This is an optimization exercise on Yosys and OpenROAD, whose aim is small area, not a production implementation.
In this exercise RTL edits were held to simulation tests only and were not proved equivalent to the original.

Setup of main:
==> flow/design.v (excerpt) <==
module apb_slave #(
  parameter int DEPTH     = apb_slave_pkg::DEPTH,
  parameter int NUM_BANKS = apb_slave_pkg::NUM_BANKS
) (
  input  logic                 Hclk,
  input  logic                 Hreset,
  input  logic [NUM_BANKS-1:0] Pselx,
  input  logic                 Penable,
  input  logic                 Pwrite,
  input  logic [31:0]          Paddr,
  input  logic [31:0]          Pwdata,
  output logic [31:0]          Prdata,
  output logic                 proto_err,
  output logic [15:0]          wr_count,
  output logic [15:0]          rd_count
);
  localparam int NR = apb_slave_pkg::NUM_RINGS;
  logic                 setup_good_q, setup_bad_q;
  logic [NUM_BANKS-1:0] cap_sel_q;
  logic [3:0]           cap_idx_q;
  logic                 cap_write_q;
  logic                 ph_q;       
  logic                 inv_q;      
  logic                 rst_q;      
  logic                 pend_q;     
  logic [31:0]          pwdata_q;   
  logic [NR-1:0][31:0]  slot0, slot1, nxt0;
  logic sel, setup, addr_good, bad_now, start, match, commit, err_d;
  logic wr_commit, wr_now, wr_ins, clear, rd_slot1, inv_d, rd_inv, rd_fwd;
  logic [31:0] wdata;
  logic [NR-1:0] ins, hold, rd_s0, rd_s1;
  assign sel       = |Pselx;
  assign setup     = setup_good_q | setup_bad_q;
  assign addr_good = apb_slave_pkg::addr_ok(Paddr);
  assign bad_now   = !$onehot(Pselx) || !addr_good;
  assign start     = !setup && sel && !Penable;
  assign match     = Penable && (Pselx == cap_sel_q) && addr_good
                     && (Paddr[5:2] == cap_idx_q) && (Pwrite == cap_write_q);
  assign commit    = setup_good_q && match;
  assign err_d     = (!setup && sel && Penable) || setup_bad_q
                     || (setup_good_q && !match);
  assign wr_commit = commit && cap_write_q;
  assign wr_now    = wr_commit && (cap_idx_q[0] ^ ph_q);
  assign wr_ins    = wr_now || pend_q;
  assign clear     = Hreset || rst_q;
  ...
==> flow/config.mk <==
export PLATFORM = sky130hd
export DESIGN_NAME = apb_slave
export DESIGN_NICKNAME = apb_slave
export VERILOG_FILES = /design/flow/design.v
export SDC_FILE = /design/flow/constraint.sdc
export NUM_CORES = 4
export LEC_CHECK = 0
export CAP_MARGIN = 5
export CORE_MARGIN = 2
export CORE_UTILIZATION = 60
export GPL_TIMING_DRIVEN = 0
export PLACE_DENSITY = 0.7
export SLEW_MARGIN = 5
export SYNTH_HIERARCHICAL = 1
==> flow/constraint.sdc <==
create_clock -name core_clock -period 5.0 [get_ports {Hclk}]
set_input_delay 1.0000 -clock core_clock [delete_from_list [all_inputs] [get_ports {Hclk}]]
set_output_delay 1.0000 -clock core_clock [all_outputs]
set_load 0.01 [all_outputs]
standard.sh (not shown) runs the stock make flow with config.mk's settings and CLKGATE_MAP_FILE= SYNTH_SCRIPT=/design/flow/synth_recipe.tcl, a recipe that flattens the netlist after the stock synthesis.
==> flow/flow/run.sh <==
#!/bin/bash
# The standard layout (standard.sh): the standard synthesis unchanged,
# then the layout steps with layout-only options passed to the ORFS make:
# synthesis buffers removed at floorplan, the largest buffers kept out of
# the resizer's repairs, and CTS with clusters of at most 18 flip-flops per
# clkbuf_8 and no dummy loads; ports buffered with buf_1.
# make's output goes to flow_synth.log and flow_make.log in this folder;
# ORFS's per-step logs are copied to flow_logs/.
set -o pipefail
bash standard.sh synth > flow_synth.log 2>&1 || { cp -r orfs/logs flow_logs; exit 1; }
bash standard.sh \
  REMOVE_ABC_BUFFERS=1 \
  "DONT_USE_CELLS=sky130_fd_sc_hd__probe_p_8 sky130_fd_sc_hd__probec_p_8 sky130_fd_sc_hd__lpflow_bleeder_1 sky130_fd_sc_hd__lpflow_clkbufkapwr_1 sky130_fd_sc_hd__lpflow_clkbufkapwr_16 sky130_fd_sc_hd__lpflow_clkbufkapwr_2 sky130_fd_sc_hd__lpflow_clkbufkapwr_4 sky130_fd_sc_hd__lpflow_clkbufkapwr_8 sky130_fd_sc_hd__lpflow_clkinvkapwr_1 sky130_fd_sc_hd__lpflow_clkinvkapwr_16 sky130_fd_sc_hd__lpflow_clkinvkapwr_2 sky130_fd_sc_hd__lpflow_clkinvkapwr_4 sky130_fd_sc_hd__lpflow_clkinvkapwr_8 sky130_fd_sc_hd__lpflow_decapkapwr_12 sky130_fd_sc_hd__lpflow_decapkapwr_3 sky130_fd_sc_hd__lpflow_decapkapwr_4 sky130_fd_sc_hd__lpflow_decapkapwr_6 sky130_fd_sc_hd__lpflow_decapkapwr_8 sky130_fd_sc_hd__lpflow_inputiso0n_1 sky130_fd_sc_hd__lpflow_inputiso0p_1 sky130_fd_sc_hd__lpflow_inputiso1n_1 sky130_fd_sc_hd__lpflow_inputiso1p_1 sky130_fd_sc_hd__lpflow_inputisolatch_1 sky130_fd_sc_hd__lpflow_isobufsrc_1 sky130_fd_sc_hd__lpflow_isobufsrc_16 sky130_fd_sc_hd__lpflow_isobufsrc_2 sky130_fd_sc_hd__lpflow_isobufsrc_4 sky130_fd_sc_hd__lpflow_isobufsrc_8 sky130_fd_sc_hd__lpflow_isobufsrckapwr_16 sky130_fd_sc_hd__lpflow_lsbuf_lh_hl_isowell_tap_1 sky130_fd_sc_hd__lpflow_lsbuf_lh_hl_isowell_tap_2 sky130_fd_sc_hd__lpflow_lsbuf_lh_hl_isowell_tap_4 sky130_fd_sc_hd__lpflow_lsbuf_lh_isowell_4 sky130_fd_sc_hd__lpflow_lsbuf_lh_isowell_tap_1 sky130_fd_sc_hd__lpflow_lsbuf_lh_isowell_tap_2 sky130_fd_sc_hd__lpflow_lsbuf_lh_isowell_tap_4  sky130_fd_sc_hd__buf_12 sky130_fd_sc_hd__buf_16 sky130_fd_sc_hd__bufbuf_16 sky130_fd_sc_hd__bufbuf_8 sky130_fd_sc_hd__buf_8" \
  "CTS_ARGS=-sink_clustering_enable -repair_clock_nets -buf_list sky130_fd_sc_hd__clkbuf_8 -sink_clustering_size 18 -sink_clustering_max_diameter 50 -dont_use_dummy_load" \
  "BUFFER_PORTS_ARGS=-buffer_cell sky130_fd_sc_hd__buf_1" \
  finish > flow_make.log 2>&1
rc=$?
cp -r orfs/logs flow_logs 2>/dev/null
exit $rc
main: all stages done; final checks FAILED (setup timing).
Input changes introduced in the feature branch (baseline for comparison: main):
--- a/flow/flow/run.sh
+++ b/flow/flow/run.sh
@@ -5,3 +5,3 @@
 # the resizer's repairs, and CTS with clusters of at most 18 flip-flops per
-# clkbuf_8 and no dummy loads; ports buffered with buf_1.
+# clkbuf_8 and no dummy loads.
 # make's output goes to flow_synth.log and flow_make.log in this folder;
@@ -14,3 +14,2 @@
   "CTS_ARGS=-sink_clustering_enable -repair_clock_nets -buf_list sky130_fd_sc_hd__clkbuf_8 -sink_clustering_size 18 -sink_clustering_max_diameter 50 -dont_use_dummy_load" \
-  "BUFFER_PORTS_ARGS=-buffer_cell sky130_fd_sc_hd__buf_1" \
   finish > flow_make.log 2>&1
## What came out
The feature branch finished every stage; the final checks, however, were not passed, the failures being setup timing.
Comparing main and the feature branch, number of setup buffers added after CTS is lower on main.
On total number of nets in the final design, main and the feature branch are neck and neck.
| sequential share of layout area | the feature branch vs main | 1.0 points lower |
Start point of the critical path: Pselx[1] -> main, Pselx[0] -> the feature branch

## afterwards: timing with drivers on the ports
In the flow no input, the clock included, has a driving cell. The finished layouts below were timed again as built, in two steps.
Step 1: set_driving_cell puts a clkbuf_16 on Hclk and a buf_2 on each other input, an assumption about the parent block.
Step 2, shift: input delay + t, output delay - t, t = (earliest + latest rising clock arrival at the registers) / 2. This alone moves slack from input paths to output paths.
Slacks: ideal ports / drivers / drivers and shift; pairs: ideal ports / drivers.
run	t (ns)	slack for setup (ns)	hold WS [ns]	clock arrival spread, ns	cell pins on the clock port's net
main	0.848	-0.011 / 0.027 / -0.821	0.278 / 0.274 / 0.278	0.092 / 0.092	1
the feature branch	0.893	-0.050 / -0.022 / -0.915	0.301 / 0.301 / 0.301	0.091 / 0.090	1
The setup slack of the feature branch, which loses most, moves by +0.028 ns with the drivers and by -0.865 ns with both steps.
